What follows belongs to an exercise in optimizing a design on an open flow for small area; a production flow would make more cautious choices.
RTL that was checked went through simulation tests only; none was proved equivalent to the original.
The RTL of run 6 was laid out without a check of its function.
Power is estimated from default activity; no workload was simulated.

[constraint.sdc]
create_clock -name core_clock -period 4.0 [get_ports {clk}]
set_input_delay 0.8000 -clock core_clock [delete_from_list [all_inputs] [get_ports {clk}]]
set_output_delay 0.8000 -clock core_clock [all_outputs]
set_load 0.01 [all_outputs]
[design.v]
package skinny_masked_pkg;
    typedef enum logic [1:0] {
        ST_IDLE = 2'd0,
        ST_CALC = 2'd1,
        ST_DONE = 2'd2,
        ST_HOLD = 2'd3
    } fsm_state_t;
    localparam int SB_LAT = 4;
    localparam int N_SBOX = 16;
    function automatic integer n_shares(input integer dd);
        n_shares = dd + 1;
    endfunction
    function automatic integer rnd_per_and(input integer dd);
        rnd_per_and = dd * (dd + 1) / 2;
    endfunction
    function automatic integer rnd_per_sbox(input integer dd);
        rnd_per_sbox = 8 * dd * (dd + 1) / 2;
    endfunction
endpackage
module skinny_share_byte_mux
#(
    parameter int d = 2
) (
    input  logic [128*(d+1)-1:0] state,
    output logic [128*(d+1)-1:0] sb_in,
    input  logic [128*(d+1)-1:0] sb_out,
    output logic [128*(d+1)-1:0] result
);
    localparam int NS = skinny_masked_pkg::n_shares(d);
    for (genvar k = 0; k < skinny_masked_pkg::N_SBOX; k++) begin : g_byte
        for (genvar j = 0; j < NS; j++) begin : g_share
            assign sb_in[k*8*NS + 8*j +: 8]  = state[128*j + 8*k +: 8];
            assign result[128*j + 8*k +: 8] = sb_out[k*8*NS + 8*j +: 8];
        end
    end
endmodule
module skinny_sbox8_domd_non_pipelined
#(
    parameter int d = 2
) (
    input  logic                      clk,
    input  logic                      ld,      
    input  logic                      en,      
    input  logic                      first,   
    input  logic [1:0]                lyr,     
    input  logic [8*(d+1)-1:0]        si,
    input  logic [skinny_masked_pkg::rnd_per_sbox(d)-1:0] rnd,
    output logic [8*(d+1)-1:0]        so
);
    localparam int NS = skinny_masked_pkg::n_shares(d);
    localparam int RA = skinny_masked_pkg::rnd_per_and(d);
    function automatic logic [NS-1:0] dom_and(input logic [NS-1:0] a,
                                              input logic [NS-1:0] b,
                                              input logic [RA-1:0] r);
        logic [NS-1:0] c;
        c = a & b;
        for (int i = 0; i < NS; i++) begin
            for (int j = i + 1; j < NS; j++) begin
                c[i] = c[i] ^ (a[i] & b[j]) ^ r[i*NS - i*(i+1)/2 + (j-i-1)];
                c[j] = c[j] ^ (a[j] & b[i]) ^ r[i*NS - i*(i+1)/2 + (j-i-1)];
            end
        end
        dom_and = c;
    endfunction
    function automatic logic [8*NS-1:0] perm_sh(input logic [8*NS-1:0] x);
        logic [8*NS-1:0] p;
        for (int i = 0; i < NS; i++) begin
            p[8*i +: 8] = {x[8*i+2], x[8*i+1], x[8*i+7], x[8*i+6],
                           x[8*i+4], x[8*i+0], x[8*i+3], x[8*i+5]};
        end
        perm_sh = p;
    endfunction
    function automatic logic [8*NS-1:0] unperm_swap_sh(input logic [8*NS-1:0] p);
        logic [8*NS-1:0] s;
        for (int i = 0; i < NS; i++) begin
            s[8*i +: 8] = {p[8*i+5], p[8*i+4], p[8*i+0], p[8*i+3],
                           p[8*i+1], p[8*i+6], p[8*i+7], p[8*i+2]};
        end
        unperm_swap_sh = s;
    endfunction
    logic [8*NS-1:0] x_q;
    logic [8*NS-1:0] w_q;
    logic [8*NS-1:0] x, y;
    logic [2*RA-1:0] r;
    logic [NS-1:0]   a_lo, b_lo, a_hi, b_hi, n_lo, n_hi;
    assign r = rnd[lyr*2*RA +: 2*RA];
    assign x = first ? x_q : w_q;
    always_comb begin
        for (int i = 0; i < NS; i++) begin
            a_lo[i] = x[8*i+2] ^ (i == 0);
            b_lo[i] = x[8*i+3] ^ (i == 0);
            a_hi[i] = x[8*i+6] ^ (i == 0);
            b_hi[i] = x[8*i+7] ^ (i == 0);
        end
        n_lo = dom_and(a_lo, b_lo, r[RA-1:0]);
        n_hi = dom_and(a_hi, b_hi, r[2*RA-1:RA]);
        y = x;
        for (int i = 0; i < NS; i++) begin
            y[8*i]   = x[8*i]   ^ n_lo[i];
            y[8*i+4] = x[8*i+4] ^ n_hi[i];
        end
    end
    always_ff @(posedge clk) begin
        if (ld) x_q <= si;
        if (en) w_q <= perm_sh(y);
    end
    assign so = unperm_swap_sh(w_q);
endmodule
module skinny_subcells_domd_ctrl
#(
    parameter int d      = 2,
    parameter int SB_LAT = skinny_masked_pkg::SB_LAT
) (
    input  logic                      clk,
    input  logic                      rst,
    input  logic                      in_valid,
    output logic                      in_ready,
    input  logic [128*(d+1)-1:0]      in_state,
    input  logic [64*d*(d+1)-1:0]     rnd,
    input  logic                      rnd_valid,
    output logic                      rnd_req,
    output logic                      out_valid,
    input  logic                      out_ready,
    output logic [128*(d+1)-1:0]      out_state,
    output logic                      restart
);
    localparam int NS    = skinny_masked_pkg::n_shares(d);
    localparam int RPS   = skinny_masked_pkg::rnd_per_sbox(d);
    logic [1:0]           cnt;
    logic                 done_q;
    logic [128*NS-1:0]    sb_in;
    logic [128*NS-1:0]    sb_out;
    skinny_share_byte_mux #(.d(d)) u_mux (
        .state  (in_state),
        .sb_in  (sb_in),
        .sb_out (sb_out),
        .result (out_state)
    );
    for (genvar k = 0; k < skinny_masked_pkg::N_SBOX; k++) begin : g_sbox
        skinny_sbox8_domd_non_pipelined #(.d(d)) u_sbox (
            .clk   (clk),
            .ld    (in_ready),
            .en    (rnd_req),
            .first (cnt == 2'd0),
            .lyr   (cnt),
            .si    (sb_in[k*8*NS +: 8*NS]),
            .rnd   (rnd[k*RPS +: RPS]),
            .so    (sb_out[k*8*NS +: 8*NS])
        );
    end
    always_ff @(posedge clk or posedge rst) begin
        if (rst) begin
            cnt       <= '0;
            in_ready  <= 1'b1;
            rnd_req   <= 1'b0;
            done_q    <= 1'b0;
            out_valid <= 1'b0;
            restart   <= 1'b0;
        end else begin
            restart <= rnd_req & ~rnd_valid;
            done_q  <= 1'b0;
            if (in_ready && in_valid) begin
                in_ready <= 1'b0;
                rnd_req  <= 1'b1;
            end
            if (rnd_req) begin
                if (rnd_valid) begin
                    cnt <= cnt + 2'd1;
                    if (cnt == 2'(SB_LAT - 1)) begin
                        rnd_req <= 1'b0;
                        done_q  <= 1'b1;
                    end
                end else begin
                    cnt <= '0;
                end
            end
            if (done_q) out_valid <= 1'b1;
            if (out_valid && out_ready) begin
                out_valid <= 1'b0;
                in_ready  <= 1'b1;
            end
        end
    end
endmodule
[config.mk]
export PLATFORM = sky130hd
export DESIGN_NAME = skinny_subcells_domd_ctrl
export DESIGN_NICKNAME = skinny_subcells_domd_ctrl
export VERILOG_FILES = /design/flow/design.v
export SDC_FILE = /design/flow/constraint.sdc
export NUM_CORES = 4
export LEC_CHECK = 0
export CAP_MARGIN = 20
export CORE_AREA = 5 5 455 455
export DIE_AREA = 0 0 460 460
export SLEW_MARGIN = 20
[run.sh]
#!/bin/bash
# synth_recipe.tcl (not shown) runs the flow's synth.tcl, then flattens the netlist and writes it again
# the make line also repeats each setting of config.mk as NAME=value (left out here)
make -C /OpenROAD-flow-scripts/flow DESIGN_CONFIG=/design/flow/config.mk WORK_HOME=/design/flow/orfs CLKGATE_MAP_FILE= SYNTH_SCRIPT=/design/flow/synth_recipe.tcl finish
==> results of run 1 <==
-- cells by family (layout without fill, tap and decap cells) --
| kind of cell | after synthesis | after routing | share of synthesized area, % |
|---|---|---|---|
| AO/OA/AOI/OAI | 196 | 196 | 4.70 |
| XOR/XNOR | 672 | 672 | 16.2 |
| adder cells (fa/ha/maj) | 2 | 2 | 0.0687 |
| buffers and inverters | 92 | 1405 | 1.30 |
| flip-flops | 775 | 775 | 63.8 |
| multiplexers | 417 | 417 | 12.4 |
| other | 0 | 16 | 0 |
| AND/OR/NAND/NOR | 106 | 106 | 1.56 |
-- cells in the mapped netlist, drive strengths merged --
master  number  area, um^2
nor2b        1        6.26
dfstp        1        26.3
xnor2      384        3360
nor2        35         131
ha           2        25.0
dfrtp        6         150
o22ai       96         601
edfxtp     768       23100
nand2        2        7.51
xor2       288        2520
clkbuf      12        45.0
and3         1        6.26
mux2i      129        1290
a21oi        1        5.00
buf         75         409
o21ai        3        15.0
nand3        2        10.0
mux2       288        3240
nand2b      65         407
a221oi      96        1090
inv          5        18.8
-- worst max-delay path: cells and delay by family, from the launching register on --
kind,cells,cell delay [ns]
buffers and inverters,2,0.45
AO/OA/AOI/OAI,1,1.20
XOR/XNOR,2,0.38
flip-flops,1,0.47
AND/OR/NAND/NOR,1,0.19
-- per-stage QoR --
| stage | util (%) | total power [uW] | instance area, um^2 | std cells |
|---|---|---|---|---|
| 2_1_floorplan | - | 25700 | 36400 | 2260 |
| 3_3_place_gp | 25.6 | 36200 | 51700 | 6064 |
| 3_5_place_dp | 25.6 | 36300 | 51700 | 6064 |
| 4_1_cts | 27.1 | 45400 | 54800 | 6244 |
| 5_1_grt | 27.2 | 46800 | 54800 | 6256 |
| 6_report | 27.2 | 44600 | 54900 | 6261 |
-- power by group through the flow --
stage / Combinational (uW) / Sequential, uW / Clock, uW
2_1_floorplan: 9350 / 16400 / 0
3_3_place_gp: 20800 / 15400 / 0
3_5_place_dp: 20900 / 15500 / 0
4_1_cts: 21000 / 15400 / 9090
5_1_grt: 21900 / 15600 / 9410
6_report: 20500 / 15300 / 8780
-- routing by layer --
layer	up-vias	global-route usage (%)	share of wire (%)	routed length, um
li1	11000	-	-	-
met1	12300	16.8	38	62700
met2	1222	25.9	50	81600
met3	256	4.99	8.7	14200
met4	24	5.16	3.3	5440
met5	-	0	0.10	169
-- final cells by class --
class / count / share of cell area, %
Multi-Input combinational cell: 1393 / 23.3
Inverter: 5 / 0.0342
Antenna cell: 16 / 0.0730
Timing Repair Buffer: 1220 / 22.4
Clock buffer: 109 / 4.47
Clock inverter: 71 / 1.25
Sequential cell: 775 / 42.4
Tap cell: 2672 / 6.10
-- state kept, by name (all words and copies together), names as in the netlist --
name and cells:
g_sbox.u_sbox.w_q 384, out_valid 1, in_ready 1, done_q 1
cnt 2, rnd_req 1, restart 1, g_sbox.u_sbox.x_q 384
-- worst max path at each step --
stage | startpoint | to | slack (ns)
floorplan | rnd_req$_DFF_PP0_ | rnd_req | 0.30
global placement | rnd[355] | g_sbox[14].u_sbox.w_q[2]$_DFFE_PP_ | 0.69
detailed placement | rnd[355] | g_sbox[14].u_sbox.w_q[2]$_DFFE_PP_ | 0.62
CTS | in_ready$_DFFE_PP1P_ | in_ready | 0.78
global route | cnt[1]$_DFFE_PP0P_ | g_sbox[14].u_sbox.w_q[11]$_DFFE_PP_ | 0.74
finish | cnt[1]$_DFFE_PP0P_ | g_sbox[15].u_sbox.w_q[2]$_DFFE_PP_ | 0.89
==> reports/qor_table.md, run 1 <==
| Step | Parameter | Reported |
|---|---|---|
| run status | Result of the run | timing/DRC/antenna clean |
| worst setup path | Kind of critical path | reg -> reg |
| power | Proportion of power drawn by the clock network | 19.7% |
| worst setup path | Maximum fanout along the worst path | 36 |
| timing | Slew of the pin with the lowest slew margin | 1.39 ns |
| worst setup path | Endpoint arrival time on the critical path | 3.56 ns |
| power | Share of total power in sequential cells | 34.3% |
| global routing | All-layer global routing usage | 14.8% |
| worst setup path | Crit path cell chain | inv_1, nor2_4, buf_12, a221oi_1, xor2_1, xnor2_1 |
| global routing | Antenna violations before repair | 53 |
| timing | Worst slew margin relative to its limit | 7.46% |
| die | DIE WIDTH | 460 um |
| cts | TritonCTS sink count | 775 |
| cts | Total number of H-tree levels | 3 |
| final layout | Most frequent standard cell in the layout excluding fill and tap cells | sky130_fd_sc_hd__clkdlybuf4s50_1 |
| worst setup path | Critical Path Source Type | flop |
| timing | Smallest setup slack after layout | 0.894 ns |
| yosys | Post-synthesis net count | 3035 |
| final layout | Total number of nets in the final design | 4266 |
| global routing | Via count of the first global-routing pass | 26500 |
| routing | Detailed-route vias per instance | 3.97 |
| routing | Total iterations of the first detailed-routing run | 5 |
| global routing | Global-route wire length before repair | 218000 um |
| timing | Post-route clock period utilization | 77.7% |
| timing | Hold slack | 0.361 ns |
| place | Global placer's final weighted congestion | 0.889 |
| timing | Max-slew violation total from the final report | 0 |
| worst setup path | Worst r2r path cells | 6 |
| timing | Final total negative setup slack | 0 ns |
| die | Starting Density | 18.0% |
| final layout | Filler Cell Count | 20700 |
| worst setup path | WP data required | 4.45 ns |
| worst setup path | Worst R2R End | g_sbox[15].u_sbox.w_q[2]$_DFFE_PP_ |
| die | Rows | 165 |
| yosys | Sequential-to-total area share from yosys stat | 63.8% |
| cts | # resized after CTS | 0 |
| flow run | Max-cap violation count | 0 |
| yosys | Mapped Area | 0.0364 mm^2 |
| timing | Crit path time final | 3.11 ns |
| routing | Remaining DRCs | 0 |
| cts | Worst skew pair latency | 0.72 ns |
| place | Number of buffers added on ports | 1160 |
| power | Leakage | 0.0185 uW |
| final layout | FF/Latch Area | 0.0232 mm^2 |
| cts | Clock tree from TritonCTS | yes |
| global routing | Maximum number of pins on one net before global-route repair | 123 |
| power | Combinational share of power | 46.0% |
| power | Internal power | 28300 uW |
| cts | Clock-pin slew on the worst setup and hold paths | 0.06 ns |
| timing | Setup repair after global routing missed its margin | false |
| cts | Clock buffer count from CTS | 96 |
| final layout | Fraction of layout cells with a size suffix above 1 | 15.1% |
| cts | Bufs on Longest Clock Path | 3 |
| timing | Final setup violation count | 0 |
| routing | Wirelength per Cell | 26.2 um |
| timing | Maximum clock rate | 0.322 GHz |
| power | Total power density per cell area | 814 mW/mm^2 |
| place | Post-detailed-placement half-perimeter wirelength | 131000 um |
| worst setup path | Slowest stage cell, crit path | sky130_fd_sc_hd__a221oi_1 |
| final layout | Synth-to-Final Area Change | 50.5% |
| cts | Post-CTS Hold Fix Bufs | 0 |
| die | Area of the core | 0.202 mm^2 |
| yosys | Number of warnings issued by yosys | 2 |
| die | Floorplan die area | 0.212 mm^2 |
| final layout | Area of the multi-input gates | 0.0128 mm^2 |
| yosys | Avg Synthesized Cell Area | 16.1 um^2 |
| cts | Buffer cell driving the clock tree root | sky130_fd_sc_hd__clkbuf_16 |
| final layout | Most used cells in the layout excluding fill and tap cells | 1160 x sky130_fd_sc_hd__clkdlybuf4s50_1, 768 x sky130_fd_sc_hd__edfxtp_1, 384 x sky130_fd_sc_hd__xnor2_1 |
| worst setup path | Critical path capture point type | flop |
| worst setup path | Beginning of the worst register-to-register path | cnt[1]$_DFFE_PP0P_ |
| timing | Number of hold-slack violations in the final timing report | 0 |
| die | Top-level I/O count | 1161 |
| yosys | Synth cell types | 25 |
| hold path | Type of the worst min-delay path | in -> async |
| place | Place WS | 0.620 ns |
| power | Peak VDD IR | 0.393 mV |
| yosys | Number of flip-flops and latches in the synthesized netlist | 775 |
| die | Die Height | 460 um |
| power | Switching power as a share of total power | 36.6% |
| routing | Initial drt markers | 1808 |
| global routing | Overflow after GRT | 0 |
| cts | Post-CTS Setup Bufs | 0 |
| power | NetSw | 16300 uW |
| worst setup path | Setup slack of the most critical reg-to-reg path | 0.89 ns |
| routing | Vias | 24800 |
| routing | Final WL | 164000 um |
| routing | Antenna Nets Post-Route | 0 |
| worst setup path | Largest incremental delay on the critical path | 1.20 ns |
| timing | Setup Skew | 0.0360 ns |
| yosys | Cells after synthesis | 2260 |
==> run 2: changes to the inputs <==
--- a/design.v
+++ b/design.v
@@ -41,6 +41,7 @@
     input  logic                      clk,
     input  logic                      ld,      
-    input  logic                      en,      
-    input  logic                      first,   
+    input  logic                      hold,    
+    input  logic                      sel_x,   
+    input  logic                      sel_w,   
     input  logic [1:0]                lyr,     
     input  logic [8*(d+1)-1:0]        si,
@@ -85,5 +86,5 @@
     logic [NS-1:0]   a_lo, b_lo, a_hi, b_hi, n_lo, n_hi;
     assign r = rnd[lyr*2*RA +: 2*RA];
-    assign x = first ? x_q : w_q;
+    assign x = ({8*NS{sel_x}} & x_q) | ({8*NS{sel_w}} & w_q);
     always_comb begin
         for (int i = 0; i < NS; i++) begin
@@ -101,7 +102,9 @@
         end
     end
+    logic [8*NS-1:0] w_d;
+    assign w_d = ({8*NS{hold}} & w_q) | ({8*NS{sel_x | sel_w}} & perm_sh(y));
     always_ff @(posedge clk) begin
         if (ld) x_q <= si;
-        if (en) w_q <= perm_sh(y);
+        w_q <= w_d;
     end
     assign so = unperm_swap_sh(w_q);
@@ -129,4 +132,5 @@
     logic [1:0]           cnt;
     logic                 done_q;
+    logic                 calc0_q, calcn_q;
     logic [128*NS-1:0]    sb_in;
     logic [128*NS-1:0]    sb_out;
@@ -141,6 +145,7 @@
             .clk   (clk),
             .ld    (in_ready),
-            .en    (rnd_req),
-            .first (cnt == 2'd0),
+            .hold  (~rnd_req),
+            .sel_x (calc0_q),
+            .sel_w (calcn_q),
             .lyr   (cnt),
             .si    (sb_in[k*8*NS +: 8*NS]),
@@ -157,4 +162,6 @@
             out_valid <= 1'b0;
             restart   <= 1'b0;
+            calc0_q   <= 1'b0;
+            calcn_q   <= 1'b0;
         end else begin
             restart <= rnd_req & ~rnd_valid;
@@ -180,4 +187,6 @@
                 in_ready  <= 1'b1;
             end
+            calc0_q <= (in_ready & in_valid) | (rnd_req & ~rnd_valid);
+            calcn_q <= rnd_req & rnd_valid & cnt != 2'(SB_LAT - 1);
         end
     end
==> reports/qor_table.md, run 2 <==
| Step | Parameter | Reported | Change |
|---|---|---|---|
| timing | Max-slew violation total from the final report | 0 | unchanged |
| yosys | Most used DFF post-synth | sky130_fd_sc_hd__edfxtp_1 |  |
| yosys | Mapped Area | 0.0359 mm^2 | -1.4% |
| yosys | Top cell type by total area after synthesis | sky130_fd_sc_hd__edfxtp_1 |  |
| yosys | Avg Synthesized Cell Area | 11.8 um^2 | -27% |
| routing | Antenna Nets Post-Route | 0 | unchanged |
| place | Global placer's final weighted congestion | 0.893 | +0.37% |
| global routing | Maximum number of pins on one net before global-route repair | 122 | -0.81% |
| routing | Remaining DRCs | 0 | unchanged |
| die | DIE WIDTH | 460 um | unchanged |
| power | Leakage | 0.0191 uW | +3.2% |
| worst setup path | Largest incremental delay on the critical path | 0.74 ns | -0.46 ns |
| yosys | Post-synthesis share of cell area spent on xor and xnor gates | 9.36% | -6.8 points |
| worst setup path | Critical Path Source Type | flop |  |
| cts | Total number of H-tree levels | 3 | unchanged |
| power | Total power density per cell area | 808 mW/mm^2 | -0.67% |
| worst setup path | Crit path cell chain | buf_12, buf_4, o21ai_0, a22o_1, or3_1, a21boi_1, xnor2_1, o2bb2ai_1 |  |
| die | Starting Density | 17.8% | -0.26 points |
| global routing | Global-route wire length before repair | 239000 um | +9.9% |
| routing | Met3 layer wire length in the routed design | 15700 um | +11% |
| final layout | Registers with the most flip-flops | g_sbox.u_sbox.w_q x384, g_sbox.u_sbox.x_q x384, cnt x2 |  |
| die | Floorplan die area | 0.212 mm^2 | unchanged |
| routing | Vias | 30100 | +21% |
| yosys | Cell types occupying the most area after synthesis | sky130_fd_sc_hd__edfxtp_1 32%, sky130_fd_sc_hd__dfxtp_1 21%, sky130_fd_sc_hd__a22oi_1 8.0% |  |
| final layout | Total number of nets in the final design | 4961 | +16% |
| power | Total design power | 43800 uW | -1.9% |
| yosys | Sequential-to-total area share from yosys stat | 54.1% | -9.6 points |
| worst setup path | Maximum fanout along the worst path | 58 | +61% |
| yosys | Post-synthesis net count | 3806 | +25% |
| worst setup path | Slowest stage cell, crit path | sky130_fd_sc_hd__a21boi_1 |  |
| yosys | Share of async-settable or async-resettable flops after synthesis | 1.16% | +0.26 points |
| yosys | Synth cell types | 38 | +52% |
| cts | Worst skew pair latency | 0.72 ns | about the same |
| final layout | Synth-to-Final Area Change | 50.8% |  |
| place | Number of buffers added on ports | 1160 | unchanged |
| final layout | Most frequent standard cell in the layout excluding fill and tap cells | sky130_fd_sc_hd__clkdlybuf4s50_1 |  |
| worst setup path | WP data required | 4.57 ns | +0.12 ns |
| yosys | Proportion of synthesized area in mux cells | 9.82% | -2.6 points |
| routing | Detailed-route vias per instance | 4.33 | +9.0% |
| cts | Post-CTS Hold Fix Bufs | 0 | unchanged |
| cts | Post-CTS Setup Bufs | 0 | unchanged |
| global routing | Via count of the first global-routing pass | 30700 | +16% |
| routing | Total iterations of the first detailed-routing run | 5 | unchanged |
| place | Post-detailed-placement half-perimeter wirelength | 140000 um | +6.2% |
| cts | Bufs on Longest Clock Path | 3 | unchanged |
| die | Area of the core | 0.202 mm^2 | unchanged |
| cts | Buffer cell driving the clock tree root | sky130_fd_sc_hd__clkbuf_16 |  |
| yosys | Dominant combinational cell family by area after synthesis | compound AO/OA/AOI/OAI gates |  |
| cts | Clock buffer count from CTS | 94 | -2.1% |
| global routing | Overflow after GRT | 0 | unchanged |
| worst setup path | Kind of critical path | reg -> reg |  |
| die | Top-level I/O count | 1161 | unchanged |
| yosys | Number of warnings issued by yosys | 2 | unchanged |
| final layout | Most used cells in the layout excluding fill and tap cells | 1160 x sky130_fd_sc_hd__clkdlybuf4s50_1, 384 x sky130_fd_sc_hd__dfxtp_1, 384 x sky130_fd_sc_hd__edfxtp_1 |  |
| routing | Initial drt markers | 2413 | +33% |
| cts | # resized after CTS | 0 | unchanged |
| yosys | Cells after synthesis | 3032 | +34% |
| yosys | Number of flip-flops and latches in the synthesized netlist | 777 | +0.26% |
| yosys | Compound-cell area share of the yosys netlist | 19.5% | +15 points |
| global routing | All-layer global routing usage | 15.9% | +1.1 points |
| cts | Clock tree from TritonCTS | yes |  |
| worst setup path | Endpoint arrival time on the critical path | 3.98 ns | +0.42 ns |
| timing | Maximum clock rate | 0.293 GHz | -9.0% |
| power | Peak VDD IR | 0.560 mV | +42% |
| routing | Sum of met2 wire segment lengths after detailed routing | 86700 um | +6.2% |
| run status | Result of the run | timing/DRC/antenna clean |  |
| timing | Slew of the pin with the lowest slew margin | 1.01 ns | -0.380 ns |
| timing | Final total negative setup slack | 0 ns | unchanged |
| hold path | Type of the worst min-delay path | in -> async |  |
| timing | Worst slew margin relative to its limit | 30.9% | +23 points |
| yosys | Synth top cells by count | 384 x sky130_fd_sc_hd__dfxtp_1, 384 x sky130_fd_sc_hd__edfxtp_1, 383 x sky130_fd_sc_hd__a22oi_1 |  |
| yosys | Post-synth top area share | 32.1% | -31 points |
| routing | Post-route met1 wirelength | 65500 um | +4.6% |
| timing | Setup Skew | 0.0309 ns | -0.00514 ns |
| cts | Clock-pin slew on the worst setup and hold paths | 0.07 ns | about the same |
| yosys | Simple logic cell fraction of the synthesized area | 1.72% | +0.16 points |
| worst setup path | Critical path capture point type | flop |  |
| routing | Wirelength per Cell | 25.4 um | -3.1% |
| flow run | Max-cap violation count | 0 | unchanged |
| timing | Number of hold-slack violations in the final timing report | 0 | unchanged |
| final layout | Filler Cell Count | 21000 | +1.5% |
| yosys | Post-synth EDFFs | 384 | -50% |
| cts | TritonCTS sink count | 777 | +0.26% |
| yosys | Post-synthesis adder-cell area fraction | 0.0348% | -0.034 points |
| global routing | Antenna violations before repair | 54 | +1.9% |
| die | Rows | 165 | unchanged |
| timing | Setup repair after global routing missed its margin | false |  |
| timing | Post-route clock period utilization | 85.3% | +7.7 points |
| timing | Final setup violation count | 0 | unchanged |
| timing | Crit path time final | 3.41 ns | +0.306 ns |
| routing | Top routing layer used | met5 |  |
| die | Die Height | 460 um | unchanged |
| final layout | Fraction of layout cells with a size suffix above 1 | 9.91% | -5.2 points |
| routing | Final WL | 177000 um | +7.7% |
[run 2: changes by cell type in the layout (fill, tap and decap cells not counted), sizes merged, moves of 160 or more]
cell	previous run	this run
a22oi	0	383
dfxtp	0	384
edfxtp	768	384
inv	17	269
mux2	288	0
mux2i	129	289
o21ai	3	387
xor2	288	64
[run 2: layer usage]
metal	vias up	global-route usage, %
met5	-	0
met2	1547	27.3
met1	14700	17.5
met3	293	5.14
li1	13500	-
met4	32	8.01
[run 2: metrics by stage]
step,hold slack (ns),cells,util [%],worst slack (ns),area [um^2]
global placement,0.445,6762,25.2,0.583,50800
CTS,0.313,6941,26.8,0.604,54100
global route,0.362,6957,26.8,0.547,54100
floorplan,0.437,3032,-,0.403,35900
finish,0.415,6963,26.8,0.587,54200
detailed placement,0.453,6763,25.2,0.641,50800
[run 2: cell type report]
cell class	count	area (um^2)	share of cell area (%)
Sequential cell	777	19500	35.9
Multi-Input combinational cell	1809	14500	26.8
Timing Repair Buffer	1243	12500	23.0
Tap cell	2672	3340	6.17
Clock buffer	126	2720	5.02
Inverter	262	993	1.83
Clock inverter	52	596	1.10
Antenna cell	22	55.1	0.102
[run 2: power by group]
group	internal [uW]	total (uW)	switching [uW]
clock	5340	9150	3810
combinational	9780	20900	11100
sequential	11000	13700	2790
[run 2: worst max-delay path: cells and delay by family (launching register included)]
kind | cells | cell delay, ns
buf+inv | 2 | 0.69
xor+xnor | 1 | 0.20
simple gates | 1 | 0.39
flops | 1 | 0.72
compound gates | 4 | 1.18
[run 2: path summary, 6_finish.rpt]
kind | startpoint | to | slack [ns] | depth (start not counted)
hold reg to reg | g_sbox[1].u_sbox.x_q[5]$_DFFE_PP_ | g_sbox[1].u_sbox.w_q[0]$_DFF_P_ | 0.45 | 2
setup reg to reg | calcn_q$_DFF_PP0_ | g_sbox[1].u_sbox.w_q[2]$_DFF_P_ | 0.59 | 8
max in group asynchronous | rst | cnt[0]$_DFFE_PP0P_ | 3.24 | 2
hold / removal | rst | calcn_q$_DFF_PP0_ | 0.42 | 2
min in group core_clock | g_sbox[1].u_sbox.x_q[5]$_DFFE_PP_ | g_sbox[1].u_sbox.w_q[0]$_DFF_P_ | 0.45 | 2
setup / recovery | calcn_q$_DFF_PP0_ | g_sbox[1].u_sbox.w_q[2]$_DFF_P_ | 0.59 | 8
[run 2: logic make-up (layout without fill, tap and decap cells)]
kind of cell               after synthesis  in the layout
adders and majority gates                1              1
DFF                                    777            777
buffers and inverters                  446           1683
muxes                                  289            289
AOI/OAI and AO/OA                     1028           1028
xor gates and xnor gates               384            384
and+or+nand+nor                        107            107
other                                    0             22
==> run 3: changes to the inputs <==
==> flow/run.sh (new file) <==
#!/bin/bash
# Standard ORFS layout; the only change is the cell buffer_ports uses for the
# port buffers (the smallest buffer instead of the tool's default choice).
set -euo pipefail
bash standard.sh "BUFFER_PORTS_ARGS=-buffer_cell sky130_fd_sc_hd__buf_1" finish > orfs_flow.log 2>&1
==> standard.sh (new file) <==
#!/bin/bash
# synth_recipe.tcl (not shown) runs the flow's synth.tcl, then flattens the netlist and writes it again
# the make line also repeats each setting of config.mk as NAME=value (left out here)
make -C /OpenROAD-flow-scripts/flow DESIGN_CONFIG=/design/flow/config.mk WORK_HOME=/design/flow/orfs CLKGATE_MAP_FILE= SYNTH_SCRIPT=/design/flow/synth_recipe.tcl "${@:-finish}"
--- a/config.mk
+++ b/config.mk
@@ -7,5 +7,6 @@
 export LEC_CHECK = 0
 export CAP_MARGIN = 20
-export CORE_AREA = 5 5 455 455
-export DIE_AREA = 0 0 460 460
+export CORE_MARGIN = 2
+export CORE_UTILIZATION = 50
+export CTS_BUF_LIST = sky130_fd_sc_hd__clkbuf_4 sky130_fd_sc_hd__clkbuf_8
 export SLEW_MARGIN = 20
removed: run.sh
==> reports/qor_table.md, run 3 <==
| Step | Parameter | Reported | Change |
|---|---|---|---|
| yosys | Share of async-settable or async-resettable flops after synthesis | 1.16% | unchanged |
| yosys | Number of warnings issued by yosys | 2 | unchanged |
| yosys | Post-synthesis net count | 3806 | unchanged |
| yosys | Post-synth top area share | 32.1% | unchanged |
| die | Starting Density | 50.4% | +33 points |
| yosys | Mapped Area | 0.0359 mm^2 | unchanged |
| die | Rows | 98 | -41% |
| run status | Result of the run | did not finish |  |
| yosys | Synth top cells by count | 384 x sky130_fd_sc_hd__dfxtp_1, 384 x sky130_fd_sc_hd__edfxtp_1, 383 x sky130_fd_sc_hd__a22oi_1 |  |
| run status | Stage at which the flow ended | I/O pin placement |  |
| yosys | Synth cell types | 38 | unchanged |
| yosys | Sequential-to-total area share from yosys stat | 54.1% | unchanged |
| die | DIE WIDTH | 272 um | -41% |
| run status | Tool error message | [ERROR PPL-0024] Number of IO pins (1161) exceeds maximum number of available positions (980). Increase the die perimeter from 1088.02um to 1578.96um. |  |
| yosys | Top cell type by total area after synthesis | sky130_fd_sc_hd__edfxtp_1 |  |
| yosys | Cells after synthesis | 3032 | unchanged |
| yosys | Most used DFF post-synth | sky130_fd_sc_hd__edfxtp_1 |  |
| yosys | Cell types occupying the most area after synthesis | sky130_fd_sc_hd__edfxtp_1 32%, sky130_fd_sc_hd__dfxtp_1 21%, sky130_fd_sc_hd__a22oi_1 8.0% |  |
| yosys | Number of flip-flops and latches in the synthesized netlist | 777 | unchanged |
| yosys | Post-synth EDFFs | 384 | unchanged |
| die | Die Height | 272 um | -41% |
| yosys | Avg Synthesized Cell Area | 11.8 um^2 | unchanged |
[run 3: cell counts after synthesis]
Identical to the previous run, type by type.
[run 3: cell families after synthesis]
| family | share of synthesized area, % |
|---|---|
| compound gates | 19.5 |
| xor+xnor | 9.36 |
| fa+ha+maj | 0.0348 |
| buf+inv | 5.44 |
| flops | 54.1 |
| mux | 9.82 |
| simple gates | 1.72 |
==> run 4: changes to the inputs <==
--- a/config.mk
+++ b/config.mk
@@ -7,6 +7,6 @@
 export LEC_CHECK = 0
 export CAP_MARGIN = 20
-export CORE_MARGIN = 2
-export CORE_UTILIZATION = 50
+export CORE_AREA = 5 5 415 415
 export CTS_BUF_LIST = sky130_fd_sc_hd__clkbuf_4 sky130_fd_sc_hd__clkbuf_8
+export DIE_AREA = 0 0 420 420
 export SLEW_MARGIN = 20
==> reports/qor_table.md, run 4 <==
| Step | Parameter | Reported | Change |
|---|---|---|---|
| run status | Result of the run | timing/DRC/antenna clean |  |
| timing | Maximum clock rate | 0.350 GHz |  |
| hold path | Type of the worst min-delay path | in -> reg |  |
| cts | Total number of H-tree levels | 4 |  |
| yosys | Post-synth EDFFs | 384 | unchanged |
| global routing | Maximum number of pins on one net before global-route repair | 138 |  |
| power | Total design power | 40100 uW |  |
| place | Placed instance count | 6268 |  |
| cts | Worst skew pair latency | 0.87 ns |  |
| yosys | Cell types occupying the most area after synthesis | sky130_fd_sc_hd__edfxtp_1 32%, sky130_fd_sc_hd__dfxtp_1 21%, sky130_fd_sc_hd__a22oi_1 8.0% |  |
| routing | Initial drt markers | 2477 |  |
| timing | Post-route clock period utilization | 71.5% |  |
| worst setup path | Maximum fanout along the worst path | 23 |  |
| global routing | Via count of the first global-routing pass | 31700 |  |
| cts | Clock buffer count from CTS | 147 |  |
| timing | Crit path time final | 2.86 ns |  |
| global routing | Global-route wire length before repair | 223000 um |  |
| yosys | Post-synth top area share | 32.1% | unchanged |
| final layout | Fraction of layout cells with a size suffix above 1 | 10.8% |  |
| final layout | Synth-to-Final Area Change | 36.4% |  |
| cts | Clock-pin slew on the worst setup and hold paths | 0.06 ns |  |
| timing | Setup Skew | 0.0449 ns |  |
| timing | Setup repair after global routing missed its margin | false |  |
| power | Peak VDD IR | 0.446 mV |  |
| routing | Detailed-route vias per instance | 4.61 |  |
| worst setup path | WP data required | 3.20 ns |  |
| yosys | Number of warnings issued by yosys | 2 | unchanged |
| worst setup path | Cell class contributing the biggest share of worst-path delay | flip-flops |  |
| final layout | Total number of nets in the final design | 5280 |  |
| global routing | Global-route track usage on met1 | 20.5% |  |
| yosys | Most used DFF post-synth | sky130_fd_sc_hd__edfxtp_1 |  |
| die | Floorplan die area | 0.176 mm^2 |  |
| yosys | Top cell type by total area after synthesis | sky130_fd_sc_hd__edfxtp_1 |  |
| timing | Final setup violation count | 0 |  |
| place | Place WS | 1.05 ns |  |
| place | Global placer's final weighted congestion | 0.950 |  |
| worst setup path | Critical path capture point type | output port |  |
| yosys | Synth cell types | 38 | unchanged |
| timing | Number of hold-slack violations in the final timing report | 0 |  |
| power | Total power density per cell area | 818 mW/mm^2 |  |
| global routing | All-layer global routing usage | 17.4% |  |
| worst setup path | Crit path cell chain | buf_1 |  |
| timing | Worst slew margin relative to its limit | 36.0% |  |
| flow run | Max-cap violation count | 0 |  |
| yosys | Synth top cells by count | 384 x sky130_fd_sc_hd__dfxtp_1, 384 x sky130_fd_sc_hd__edfxtp_1, 383 x sky130_fd_sc_hd__a22oi_1 |  |
| timing | Smallest setup slack after layout | 1.14 ns |  |
| global routing | Overflow after GRT | 0 |  |
| final layout | Registers with the most flip-flops | g_sbox.u_sbox.w_q x384, g_sbox.u_sbox.x_q x384, cnt x2 |  |
| worst setup path | Slowest stage cell, crit path | sky130_fd_sc_hd__dfstp_4 |  |
| yosys | Post-synthesis net count | 3806 | unchanged |
| routing | Remaining DRCs | 0 |  |
| die | Die Height | 420 um | +54% |
| global routing | Met2 Resource Use GR | 29.1% |  |
| place | Number of buffers added on ports | 1160 |  |
| die | Top-level I/O count | 1161 |  |
| routing | Wirelength per Cell | 23.6 um |  |
| yosys | Number of flip-flops and latches in the synthesized netlist | 777 | unchanged |
| timing | Max-slew violation total from the final report | 0 |  |
| die | Starting Density | 21.5% | -29 points |
| final layout | Most frequent standard cell in the layout excluding fill and tap cells | sky130_fd_sc_hd__buf_1 |  |
| worst setup path | Largest incremental delay on the critical path | 0.94 ns |  |
| yosys | Mapped Area | 0.0359 mm^2 | unchanged |
| yosys | Sequential-to-total area share from yosys stat | 54.1% | unchanged |
| power | Leakage | 0.0172 uW |  |
| cts | Clock tree from TritonCTS | yes |  |
| routing | Vias | 31600 |  |
| final layout | Fin cells | 6854 |  |
| routing | Total iterations of the first detailed-routing run | 6 |  |
| final layout | Filler Cell Count | 17400 |  |
| routing | Final WL | 162000 um |  |
| timing | Hold slack | 0.116 ns |  |
| place | Post-detailed-placement half-perimeter wirelength | 122000 um |  |
| worst setup path | Critical Path Source Type | flop |  |
| yosys | Share of async-settable or async-resettable flops after synthesis | 1.16% | unchanged |
| cts | Bufs on Longest Clock Path | 3 |  |
| worst setup path | Endpoint arrival time on the critical path | 2.06 ns |  |
| yosys | Avg Synthesized Cell Area | 11.8 um^2 | unchanged |
| cts | Buffer cell driving the clock tree root | sky130_fd_sc_hd__clkbuf_8 |  |
| die | DIE WIDTH | 420 um | +54% |
| final layout | Most used cells in the layout excluding fill and tap cells | 1160 x sky130_fd_sc_hd__buf_1, 384 x sky130_fd_sc_hd__dfxtp_1, 384 x sky130_fd_sc_hd__edfxtp_1 |  |
| routing | Antenna Nets Post-Route | 0 |  |
| cts | TritonCTS sink count | 777 |  |
| die | Rows | 150 | +53% |
| die | Area of the core | 0.167 mm^2 |  |
| global routing | Global-route met3 utilization | 4.48% |  |
| timing | Slew of the pin with the lowest slew margin | 0.960 ns |  |
| timing | Final total negative setup slack | 0 ns |  |
| yosys | Cells after synthesis | 3032 | unchanged |
| global routing | Gr busiest metal | met2 |  |
| global routing | Antenna violations before repair | 31 |  |
| worst setup path | Number of buffers and inverters on the critical path | 1 |  |
| worst setup path | Kind of critical path | reg -> out |  |
[run 4: cell counts after synthesis]
Identical to the previous run, type by type.
[run 4: final cells by class]
cell class                 instances  area [um^2]  area share, %
sequential                       777        19500           39.7
multi-input combinational       1809        14500           29.7
timing repair buffer            1509         7930           16.2
tap                             2204         2760           5.63
clock buffer                     220         2650           5.41
inverter                         262          993           2.03
clock inverter                    54          618           1.26
antenna                           19         47.5         0.0970
[run 4: report_power, final]
part | leakage (uW) | total (uW) | internal (uW) | switching, uW
clock | 0.00172 | 8770 | 4960 | 3800
combinational | 0.00864 | 17500 | 7020 | 10500
sequential | 0.00681 | 13800 | 11000 | 2840
[run 4: cells by family after synthesis]
kind of cell	synth area share, %
AOI/OAI and AO/OA	19.5
xor gates and xnor gates	9.36
adders and majority gates	0.0348
buffers and inverters	5.44
DFF	54.1
muxes	9.82
and+or+nand+nor	1.72
[run 4: per-layer routing]
| layer | up-vias | wire [um] | share of wire (%) |
|---|---|---|---|
| li1 | 14200 | - | - |
| met1 | 15500 | 63200 | 39 |
| met2 | 1589 | 78500 | 48 |
| met3 | 336 | 12200 | 7.5 |
| met4 | 2 | 8070 | 5.0 |
| met5 | - | 10 | 0.0062 |
[run 4: timing repair]
action | in CTS | in global routing
hold buffers | 293 | 0
endpoints found under the hold margin | 300 | 0
setup buffers | 0 | 0
resized for setup | 0 | 0
[run 4: through the flow]
step,instance area (um^2),utilization (%)
after floorplan,35900,-
after global placement,42700,25.6
after detailed placement,42700,25.6
after CTS,48900,29.3
after global routing,49000,29.3
final,49000,29.3
[run 4: worst paths after layout]
path	from	to	slack, ns	cells past startpoint
max	in_ready$_DFFE_PP1P_	in_ready	1.14	1
min	in_state[343]	g_sbox[10].u_sbox.x_q[23]$_DFFE_PP_	0.12	1
max reg2reg	cnt[0]$_DFFE_PP0P_	g_sbox[8].u_sbox.w_q[11]$_DFF_P_	1.20	8
min reg2reg	g_sbox[9].u_sbox.x_q[21]$_DFFE_PP_	g_sbox[9].u_sbox.w_q[16]$_DFF_P_	0.45	2
max in group asynchronous	rst	calc0_q$_DFF_PP0_	2.97	3
min in group asynchronous	rst	cnt[0]$_DFFE_PP0P_	0.55	3
==> run 5: changes to the inputs <==
--- a/config.mk
+++ b/config.mk
@@ -8,5 +8,6 @@
 export CAP_MARGIN = 20
 export CORE_AREA = 5 5 415 415
-export CTS_BUF_LIST = sky130_fd_sc_hd__clkbuf_4 sky130_fd_sc_hd__clkbuf_8
+export CTS_CLUSTER_DIAMETER = 150
+export CTS_CLUSTER_SIZE = 24
 export DIE_AREA = 0 0 420 420
 export SLEW_MARGIN = 20
==> reports/qor_table.md, run 5 <==
| Step | Parameter | Reported | Change |
|---|---|---|---|
| die | Floorplan die area | 0.176 mm^2 | unchanged |
| worst setup path | Kind of critical path | reg -> reg |  |
| timing | Worst slew margin relative to its limit | 38.8% | +2.8 points |
| place | Global placer's final weighted congestion | 0.950 | unchanged |
| power | Leakage | 0.0148 uW | -14% |
| timing | Maximum clock rate | 0.357 GHz | +2.2% |
| routing | Antenna Nets Post-Route | 0 | unchanged |
| place | Place WS | 1.05 ns | unchanged |
| worst setup path | WP data required | 4.50 ns | +1.30 ns |
| routing | Wirelength per Cell | 24.7 um | +4.4% |
| routing | Total iterations of the first detailed-routing run | 6 | unchanged |
| routing | Detailed-route vias per instance | 4.64 | +0.62% |
| yosys | Dominant combinational cell family by area after synthesis | compound AO/OA/AOI/OAI gates |  |
| yosys | Compound-cell area share of the yosys netlist | 19.5% | unchanged |
| yosys | Sequential-to-total area share from yosys stat | 54.1% | unchanged |
| power | Internal power | 19800 uW | -14% |
| die | DIE WIDTH | 420 um | unchanged |
| die | Rows | 150 | unchanged |
| routing | Remaining DRCs | 0 | unchanged |
| timing | Post-route clock period utilization | 70.0% | -1.5 points |
| cts | Clock buffer count from CTS | 42 | -71% |
| yosys | Post-synthesis share of cell area spent on xor and xnor gates | 9.36% | unchanged |
| cts | # resized after CTS | 0 | unchanged |
| hold path | Type of the worst min-delay path | in -> async |  |
| cts | Post-CTS Hold Fix Bufs | 0 | -100% |
| power | Combinational share of power | 47.8% | +4.1 points |
| timing | Setup repair after global routing missed its margin | false |  |
| place | Post-detailed-placement half-perimeter wirelength | 122000 um | unchanged |
| worst setup path | Number of buffers and inverters on the critical path | 2 | +1 |
| yosys | Top cell type by total area after synthesis | sky130_fd_sc_hd__edfxtp_1 |  |
| yosys | Mapped Area | 0.0359 mm^2 | unchanged |
| cts | Clock tree from TritonCTS | yes |  |
| final layout | Fraction of layout cells with a size suffix above 1 | 6.95% | -3.8 points |
| cts | Post-CTS Setup Bufs | 0 | unchanged |
| yosys | Number of flip-flops and latches in the synthesized netlist | 777 | unchanged |
| timing | Max-slew violation total from the final report | 0 | unchanged |
| timing | Crit path time final | 2.80 ns | -0.0612 ns |
| place | Placed instance count | 6268 | unchanged |
| yosys | Cell types occupying the most area after synthesis | sky130_fd_sc_hd__edfxtp_1 32%, sky130_fd_sc_hd__dfxtp_1 21%, sky130_fd_sc_hd__a22oi_1 8.0% |  |
| yosys | Avg Synthesized Cell Area | 11.8 um^2 | unchanged |
| power | Switching power as a share of total power | 44.9% | +2.1 points |
| timing | Slew of the pin with the lowest slew margin | 0.918 ns | -0.0423 ns |
| timing | Smallest setup slack after layout | 1.20 ns | +0.0612 ns |
| final layout | Total number of nets in the final design | 4882 | -7.5% |
| cts | Worst skew pair latency | 0.65 ns | -0.22 ns |
| timing | Final total negative setup slack | 0 ns | unchanged |
| timing | Number of hold-slack violations in the final timing report | 0 | unchanged |
| worst setup path | Critical Path Source Type | flop |  |
| cts | TritonCTS sink count | 777 | unchanged |
| power | Proportion of power drawn by the clock network | 13.9% | -8.0 points |
| final layout | Filler Cell Count | 17800 | +2.3% |
| yosys | Post-synthesis adder-cell area fraction | 0.0348% | unchanged |
| final layout | Registers with the most flip-flops | g_sbox.u_sbox.w_q x384, g_sbox.u_sbox.x_q x384, cnt x2 |  |
| place | Instance area after placement | 0.0427 mm^2 | unchanged |
| worst setup path | Endpoint arrival time on the critical path | 3.30 ns | +1.24 ns |
| routing | Vias | 29600 | -6.4% |
| power | Total power density per cell area | 816 mW/mm^2 | -0.34% |
| routing | Final WL | 157000 um | -3.0% |
| yosys | Simple logic cell fraction of the synthesized area | 1.72% | unchanged |
| power | Peak VDD IR | 0.412 mV | -7.5% |
| yosys | Synth top cells by count | 384 x sky130_fd_sc_hd__dfxtp_1, 384 x sky130_fd_sc_hd__edfxtp_1, 383 x sky130_fd_sc_hd__a22oi_1 |  |
| die | Area of the core | 0.167 mm^2 | unchanged |
| cts | Clock-pin slew on the worst setup and hold paths | 0.10 ns | +0.04 ns |
| timing | Setup Skew | 0.0386 ns | -0.00623 ns |
| final layout | Most frequent standard cell in the layout excluding fill and tap cells | sky130_fd_sc_hd__buf_1 |  |
| timing | Final setup violation count | 0 | unchanged |
| worst setup path | Slowest stage cell, crit path | sky130_fd_sc_hd__dfrtp_4 |  |
| final layout | Most used cells in the layout excluding fill and tap cells | 1160 x sky130_fd_sc_hd__buf_1, 384 x sky130_fd_sc_hd__dfxtp_1, 384 x sky130_fd_sc_hd__edfxtp_1 |  |
| yosys | Synth cell types | 38 | unchanged |
| worst setup path | Cell class contributing the biggest share of worst-path delay | flip-flops |  |
| die | Die Height | 420 um | unchanged |
| run status | Result of the run | timing/DRC/antenna clean |  |
| global routing | Maximum number of pins on one net before global-route repair | 138 | unchanged |
| final layout | Synth-to-Final Area Change | 22.9% |  |
| global routing | Overflow after GRT | 0 | unchanged |
| worst setup path | Beginning of the worst register-to-register path | cnt[0]$_DFFE_PP0P_ |  |
| yosys | Post-synth top area share | 32.1% | unchanged |
| routing | Initial drt markers | 2552 | +3.0% |
| power | Share of total power in sequential cells | 38.2% | +3.8 points |
| die | Top-level I/O count | 1161 | unchanged |
| flow run | Max-cap violation count | 0 | unchanged |
| global routing | Via count of the first global-routing pass | 29000 | -8.4% |
| cts | Total number of H-tree levels | 2 | -2 |
| yosys | Cells after synthesis | 3032 | unchanged |
| yosys | Share of async-settable or async-resettable flops after synthesis | 1.16% | unchanged |
| yosys | Proportion of synthesized area in mux cells | 9.82% | unchanged |
| worst setup path | Critical path capture point type | flop |  |
| cts | Buffer cell driving the clock tree root | sky130_fd_sc_hd__clkbuf_16 |  |
| global routing | Global-route wire length before repair | 214000 um | -4.0% |
| cts | Bufs on Longest Clock Path | 3 | unchanged |
| place | Number of buffers added on ports | 1160 | unchanged |
| global routing | All-layer global routing usage | 16.7% | -0.69 points |
| worst setup path | Crit path cell chain | buf_12, buf_12, mux2i_1, xnor2_1, mux2i_1, xor2_1, xnor2_1, o2bb2ai_1 |  |
| yosys | Post-synthesis net count | 3806 | unchanged |
| power | NetSw | 16200 uW | -5.9% |
| global routing | Antenna violations before repair | 44 | +42% |
| yosys | Post-synth EDFFs | 384 | unchanged |
| yosys | Most used DFF post-synth | sky130_fd_sc_hd__edfxtp_1 |  |
| worst setup path | Largest incremental delay on the critical path | 0.73 ns | -0.21 ns |
| worst setup path | First element of the critical path | cnt[0]$_DFFE_PP0P_ |  |
| timing | Hold slack | 0.210 ns | +0.0936 ns |
| final layout | Post-route design area | 0.0441 mm^2 | -9.9% |
| yosys | Number of warnings issued by yosys | 2 | unchanged |
| worst setup path | Maximum fanout along the worst path | 40 | +74% |
| final layout | Fin cells | 6373 | -7.0% |
| die | Starting Density | 21.5% | unchanged |
## run 5: cell counts after synthesis
Identical to the previous run, type by type.
## run 5: kinds of logic after synthesis
| group | after synthesis |
|---|---|
| AOI/OAI and AO/OA | 1028 |
| xor gates and xnor gates | 384 |
| adders and majority gates | 1 |
| buffers and inverters | 446 |
| DFF | 777 |
| muxes | 289 |
| and+or+nand+nor | 107 |
## run 5: path summary, 6_finish.rpt
kind / end / slack [ns] / depth (start not counted)
worst max-delay path: g_sbox[8].u_sbox.w_q[10]$_DFF_P_ / 1.20 / 8
worst min-delay path: restart$_DFF_PP0_ / 0.21 / 2
worst max register to register: g_sbox[8].u_sbox.w_q[10]$_DFF_P_ / 1.20 / 8
worst min register to register: g_sbox[13].u_sbox.w_q[0]$_DFF_P_ / 0.47 / 2
max in group asynchronous: calcn_q$_DFF_PP0_ / 3.31 / 2
min in group core_clock: g_sbox[5].u_sbox.x_q[6]$_DFFE_PP_ / 0.31 / 1
## run 5: final cells by class
cell class	count	area, um^2	area share, %
diodes	28	70.1	0.159
clock inverters	10	173	0.391
flip-flops and latches	777	19500	44.1
well taps	2204	2760	6.25
multi-input cells	1809	14500	32.9
repair buffers	1216	5000	11.3
inverters	262	993	2.25
clock buffers	67	1140	2.59
## run 5: per-stage QoR
stage,utilization (%),power [uW]
after detailed placement,25.6,31200
final,26.4,36000
after CTS,26.3,36300
after global placement,25.6,30900
after global routing,26.4,38100
after floorplan,-,24300
## run 5: metal layers
| metal | vias up | track usage [%] | part of all wire, % |
|---|---|---|---|
| met4 | 4 | 6.73 | 4.0 |
| met1 | 14700 | 20.6 | 40 |
| met3 | 229 | 3.10 | 6.8 |
| li1 | 13300 | - | - |
| met2 | 1321 | 28.6 | 50 |
| met5 | - | 0 | 0.016 |
## run 5: power by group through the flow
stage	Combinational [uW]	Sequential [uW]	Clock (uW)
2_1_floorplan	10600	13700	0
3_3_place_gp	17100	13800	0
3_5_place_dp	17300	13900	0
4_1_cts	17400	13700	5190
5_1_grt	18600	14000	5480
6_report	17200	13800	5020
==> run 6: changes to the inputs <==
--- a/design.v
+++ b/design.v
@@ -44,5 +44,5 @@
     input  logic                      sel_x,   
     input  logic                      sel_w,   
-    input  logic [1:0]                lyr,     
+    input  logic [skinny_masked_pkg::SB_LAT-1:0] lyr,  
     input  logic [8*(d+1)-1:0]        si,
     input  logic [skinny_masked_pkg::rnd_per_sbox(d)-1:0] rnd,
@@ -85,5 +85,9 @@
     logic [2*RA-1:0] r;
     logic [NS-1:0]   a_lo, b_lo, a_hi, b_hi, n_lo, n_hi;
-    assign r = rnd[lyr*2*RA +: 2*RA];
+    always_comb begin
+        r = '0;
+        for (int l = 0; l < skinny_masked_pkg::SB_LAT; l++)
+            r = r | ({2*RA{lyr[l]}} & rnd[l*2*RA +: 2*RA]);
+    end
     assign x = ({8*NS{sel_x}} & x_q) | ({8*NS{sel_w}} & w_q);
     always_comb begin
@@ -130,7 +134,7 @@
     localparam int NS    = skinny_masked_pkg::n_shares(d);
     localparam int RPS   = skinny_masked_pkg::rnd_per_sbox(d);
-    logic [1:0]           cnt;
     logic                 done_q;
-    logic                 calc0_q, calcn_q;
+    logic [SB_LAT-1:0]    lyr_q;
+    logic                 calcn_q;
     logic [128*NS-1:0]    sb_in;
     logic [128*NS-1:0]    sb_out;
@@ -146,7 +150,7 @@
             .ld    (in_ready),
             .hold  (~rnd_req),
-            .sel_x (calc0_q),
+            .sel_x (lyr_q[0]),
             .sel_w (calcn_q),
-            .lyr   (cnt),
+            .lyr   (lyr_q),
             .si    (sb_in[k*8*NS +: 8*NS]),
             .rnd   (rnd[k*RPS +: RPS]),
@@ -156,5 +160,4 @@
     always_ff @(posedge clk or posedge rst) begin
         if (rst) begin
-            cnt       <= '0;
             in_ready  <= 1'b1;
             rnd_req   <= 1'b0;
@@ -162,24 +165,17 @@
             out_valid <= 1'b0;
             restart   <= 1'b0;
-            calc0_q   <= 1'b0;
+            lyr_q     <= '0;
             calcn_q   <= 1'b0;
         end else begin
             restart <= rnd_req & ~rnd_valid;
-            done_q  <= 1'b0;
+            lyr_q   <= {lyr_q[SB_LAT-2:0] & {(SB_LAT-1){rnd_valid}},
+                        (in_ready & in_valid) | (rnd_req & ~rnd_valid)};
+            calcn_q <= |lyr_q[SB_LAT-2:0] & rnd_valid;
+            done_q  <= lyr_q[SB_LAT-1] & rnd_valid;
             if (in_ready && in_valid) begin
                 in_ready <= 1'b0;
                 rnd_req  <= 1'b1;
             end
-            if (rnd_req) begin
-                if (rnd_valid) begin
-                    cnt <= cnt + 2'd1;
-                    if (cnt == 2'(SB_LAT - 1)) begin
-                        rnd_req <= 1'b0;
-                        done_q  <= 1'b1;
-                    end
-                end else begin
-                    cnt <= '0;
-                end
-            end
+            if (lyr_q[SB_LAT-1] && rnd_valid) rnd_req <= 1'b0;
             if (done_q) out_valid <= 1'b1;
             if (out_valid && out_ready) begin
@@ -187,6 +183,4 @@
                 in_ready  <= 1'b1;
             end
-            calc0_q <= (in_ready & in_valid) | (rnd_req & ~rnd_valid);
-            calcn_q <= rnd_req & rnd_valid & cnt != 2'(SB_LAT - 1);
         end
     end
==> reports/qor_table.md, run 6 <==
| Step | Parameter | Reported | Change |
|---|---|---|---|
| final layout | Filler Cell Count | 17700 | -0.52% |
| cts | Bufs on Longest Clock Path | 3 | unchanged |
| worst setup path | Endpoint arrival time on the critical path | 3.90 ns | +0.60 ns |
| final layout | Most frequent standard cell in the layout excluding fill and tap cells | sky130_fd_sc_hd__buf_1 |  |
| yosys | Synth cell types | 41 | +7.9% |
| yosys | Mapped Area | 0.0360 mm^2 | +0.20% |
| routing | Wirelength per Cell | 30.9 um | +25% |
| timing | Final total negative setup slack | 0 ns | unchanged |
| cts | Worst skew pair latency | 0.66 ns | about the same |
| cts | # resized after CTS | 0 | unchanged |
| worst setup path | First element of the critical path | lyr_q[0]$_DFF_PP0_ |  |
| die | DIE WIDTH | 420 um | unchanged |
| yosys | Share of async-settable or async-resettable flops after synthesis | 1.29% | +0.13 points |
| timing | Worst slew margin relative to its limit | 39.6% | +0.77 points |
| routing | Vias | 32900 | +11% |
| power | Peak VDD IR | 0.474 mV | +15% |
| routing | Detailed-route vias per instance | 5.23 | +13% |
| cts | Clock-pin slew on the worst setup and hold paths | 0.11 ns | about the same |
| die | Floorplan die area | 0.176 mm^2 | unchanged |
| worst setup path | Number of buffers and inverters on the critical path | 3 | +1 |
| cts | Buffer cell driving the clock tree root | sky130_fd_sc_hd__clkbuf_16 |  |
| yosys | Most used DFF post-synth | sky130_fd_sc_hd__edfxtp_1 |  |
| routing | Antenna Nets Post-Route | 0 | unchanged |
| timing | Maximum clock rate | 0.298 GHz | -17% |
| cts | Post-CTS Hold Fix Bufs | 0 | unchanged |
| final layout | Synth-to-Final Area Change | 23.5% |  |
| die | Area of the core | 0.167 mm^2 | unchanged |
| power | Total power density per cell area | 685 mW/mm^2 | -16% |
| worst setup path | Most common cell type on the critical path | sky130_fd_sc_hd__buf_4 |  |
| yosys | Post-synth top area share | 32.0% | -0.063 points |
| worst setup path | Maximum fanout along the worst path | 27 | -33% |
| global routing | All-layer global routing usage | 20.6% | +4.0 points |
| run status | Result of the run | timing/DRC/antenna clean |  |
| power | Leakage | 0.0155 uW | +4.4% |
| yosys | Synth top cells by count | 384 x sky130_fd_sc_hd__dfxtp_1, 384 x sky130_fd_sc_hd__edfxtp_1, 383 x sky130_fd_sc_hd__a22oi_1 |  |
| hold path | Min-Delay Startpoint | in_state[32] |  |
| routing | Total iterations of the first detailed-routing run | 5 | -1 |
| yosys | Number of flip-flops and latches in the synthesized netlist | 778 | +0.13% |
| worst setup path | Critical path capture point type | flop |  |
| yosys | Sequential-to-total area share from yosys stat | 54.1% | about the same |
| yosys | Number of warnings issued by yosys | 2 | unchanged |
| yosys | Top cell type by total area after synthesis | sky130_fd_sc_hd__edfxtp_1 |  |
| yosys | Post-synthesis net count | 3707 | -2.6% |
| worst setup path | Cell class contributing the biggest share of worst-path delay | compound AO/OA/AOI/OAI gates |  |
| timing | Setup repair after global routing missed its margin | false |  |
| worst setup path | Largest incremental delay on the critical path | 0.72 ns | about the same |
| global routing | Global-route wire length before repair | 256000 um | +19% |
| timing | Final setup violation count | 0 | unchanged |
| worst setup path | Beginning of the worst register-to-register path | lyr_q[0]$_DFF_PP0_ |  |
| die | Top-level I/O count | 1161 | unchanged |
| worst setup path | Kind of critical path | reg -> reg |  |
| yosys | Avg Synthesized Cell Area | 12.3 um^2 | +3.5% |
| final layout | Most used cells in the layout excluding fill and tap cells | 1160 x sky130_fd_sc_hd__buf_1, 384 x sky130_fd_sc_hd__dfxtp_1, 384 x sky130_fd_sc_hd__edfxtp_1 |  |
| yosys | Cell types occupying the most area after synthesis | sky130_fd_sc_hd__edfxtp_1 32%, sky130_fd_sc_hd__dfxtp_1 21%, sky130_fd_sc_hd__a22oi_1 8.0% |  |
| final layout | Fraction of layout cells with a size suffix above 1 | 6.87% | -0.089 points |
| global routing | Via count of the first global-routing pass | 30600 | +5.6% |
| final layout | Registers with the most flip-flops | g_sbox.u_sbox.w_q x384, g_sbox.u_sbox.x_q x384, lyr_q x4 |  |
| yosys | Post-synth EDFFs | 384 | unchanged |
| place | Global placer's final weighted congestion | 1.03 | +8.3% |
| cts | Clock buffer count from CTS | 41 | -2.4% |
| die | Rows | 150 | unchanged |
| cts | TritonCTS sink count | 778 | +0.13% |
| global routing | Antenna violations before repair | 89 | +100% |
| cts | Total number of H-tree levels | 2 | unchanged |
| final layout | FF/Latch Area | 0.0195 mm^2 | +0.17% |
| final layout | Area of the multi-input gates | 0.0146 mm^2 | +0.53% |
| cts | Clock tree from TritonCTS | yes |  |
| die | Die Height | 420 um | unchanged |
| place | Post-detailed-placement half-perimeter wirelength | 154000 um | +26% |
| timing | Number of hold-slack violations in the final timing report | 0 | unchanged |
| place | Number of buffers added on ports | 1160 | unchanged |
| worst setup path | Crit path cell chain | buf_12, buf_4, a22o_1, a221oi_2, buf_4, xnor3_1, or3_1, a32o_1 |  |
| worst setup path | Slowest stage cell, crit path | sky130_fd_sc_hd__dfrtp_4 |  |
| timing | Max-slew violation total from the final report | 0 | unchanged |
| hold path | Type of the worst min-delay path | in -> reg |  |
| die | Starting Density | 21.5% | +0.042 points |
| power | Total design power | 30400 uW | -16% |
| final layout | Total number of nets in the final design | 4790 | -1.9% |
| timing | Post-route clock period utilization | 83.9% | +14 points |
| flow run | Max-cap violation count | 0 | unchanged |
| routing | Initial drt markers | 3559 | +39% |
| routing | Final WL | 194000 um | +23% |
| routing | Remaining DRCs | 0 | unchanged |
| worst setup path | WP data required | 4.55 ns | +0.05 ns |
| timing | Slew of the pin with the lowest slew margin | 0.906 ns | -0.0116 ns |
| worst setup path | Critical Path Source Type | flop |  |
| cts | Post-CTS Setup Bufs | 0 | unchanged |
| global routing | Overflow after GRT | 0 | unchanged |
| global routing | Maximum number of pins on one net before global-route repair | 117 | -15% |
| yosys | Cells after synthesis | 2934 | -3.2% |
| timing | Setup Skew | 0.0457 ns | +0.00703 ns |
| timing | Crit path time final | 3.36 ns | +0.557 ns |
-- run 6: final timing paths --
| check | endpoint | slack (ns) | depth (start not counted) |
|---|---|---|---|
| worst max-delay path | g_sbox[3].u_sbox.w_q[11]$_DFF_P_ | 0.64 | 8 |
| worst min-delay path | g_sbox[4].u_sbox.x_q[0]$_DFFE_PP_ | 0.30 | 1 |
| worst max register to register | g_sbox[3].u_sbox.w_q[11]$_DFF_P_ | 0.64 | 8 |
| worst min register to register | g_sbox[2].u_sbox.w_q[8]$_DFF_P_ | 0.47 | 2 |
| max in group asynchronous | calcn_q$_DFF_PP0_ | 3.13 | 2 |
| min in group asynchronous | restart$_DFF_PP0_ | 0.32 | 2 |
-- run 6: layout make-up --
cell class | count | area share (%)
Antenna cell | 36 | 0.203
Timing Repair Buffer | 1252 | 12.0
Tap cell | 2204 | 6.21
Multi-Input combinational cell | 1714 | 32.9
Inverter | 230 | 1.95
Clock inverter | 9 | 0.256
Sequential cell | 778 | 43.9
Clock buffer | 66 | 2.62
-- run 6: cell families (layout without fill, tap and decap cells) --
group / Yosys count / after routing / synth area share [%]
compound gates: 1378 / 1378 / 30.3
mux: 1 / 1 / 0.0278
xor+xnor: 96 / 96 / 6.01
simple gates: 239 / 239 / 4.22
flops: 778 / 778 / 54.1
other cells: 0 / 36 / 0
buf+inv: 442 / 1557 / 5.33
-- run 6: worst register-to-register path: stages, from the launching register on --
cell and delay [ns]:
sky130_fd_sc_hd__dfrtp_4 0.72, sky130_fd_sc_hd__buf_12 0.29, sky130_fd_sc_hd__buf_4 0.27, sky130_fd_sc_hd__a22o_1 0.22, sky130_fd_sc_hd__a221oi_2 0.65, sky130_fd_sc_hd__buf_4 0.29
sky130_fd_sc_hd__xnor3_1 0.23, sky130_fd_sc_hd__or3_1 0.37, sky130_fd_sc_hd__a32o_1 0.24
-- run 6: power breakdown --
part	switching (uW)	leakage, uW	total (uW)	internal [uW]
clock	2970	0.000613	5050	2080
combinational	7490	0.00805	12400	4950
sequential	2600	0.00683	12900	10300
-- run 6: layer usage --
metal,GRT usage (%),up-vias,routed length [um]
met5,0,-,201
met4,10.7,30,11100
met3,5.48,372,18600
met2,33.3,1903,90000
met1,25.3,16400,74200
li1,-,14100,-
-- run 6: metrics by stage --
stage          worst slack [ns]  hold slack (ns)  util (%)  cells  cell area [um^2]
3_3_place_gp              0.640            0.442      25.8   6178             43100
4_1_cts                   0.664            0.235      26.5   6253             44300
3_5_place_dp              0.649            0.452      25.8   6178             43100
2_1_floorplan             0.403            0.437         -   2934             36000
5_1_grt                   0.663            0.253      26.6   6283             44400
6_report                  0.644            0.300      26.6   6289             44400

-- what the ideal ports hide --
In the flow no input, the clock included, has a driving cell. The finished layouts below were timed again as built, in two steps.
Step 1: set_driving_cell puts a clkbuf_16 on clk and a buf_2 on each other input, an assumption about the parent block.
Step 2 times the ports against the registers' clock, not the clock port: input delays grow and output delays shrink by t, the midpoint of the rising clock arrivals with the driver on.
a / b / c = ideal / step 1 / step 2; a / b = the first two.
| run | shift t [ns] | slack for setup (ns) | worst hold slack (ns) | worst setup path at the end | worst slew at a driven data input, ns |
|---|---|---|---|---|---|
| run 1 | 0.788 | 0.894 / 0.852 / 0.580 | 0.361 / 0.299 / 0.520 | input to register | 0.22 |
| run 2 | 0.792 | 0.587 / 0.587 / 0.587 | 0.415 / 0.453 / 0.453 | register to register | 0.31 |
| run 4 | 0.941 | 1.140 / 1.060 / 1.203 | 0.116 / 0.072 / 0.454 | register to register | 0.20 |
| run 5 | 0.712 | 1.201 / 1.201 / 1.201 | 0.210 / 0.149 / 0.466 | register to register | 0.23 |
| run 6 | 0.712 | 0.644 / 0.644 / 0.644 | 0.300 / 0.256 / 0.474 | register to register | 0.31 |
After both steps setup and hold are still met in every run listed. For run 1, which loses most, drivers alone change the setup slack by -0.042 ns; drivers and shift together by -0.314 ns.
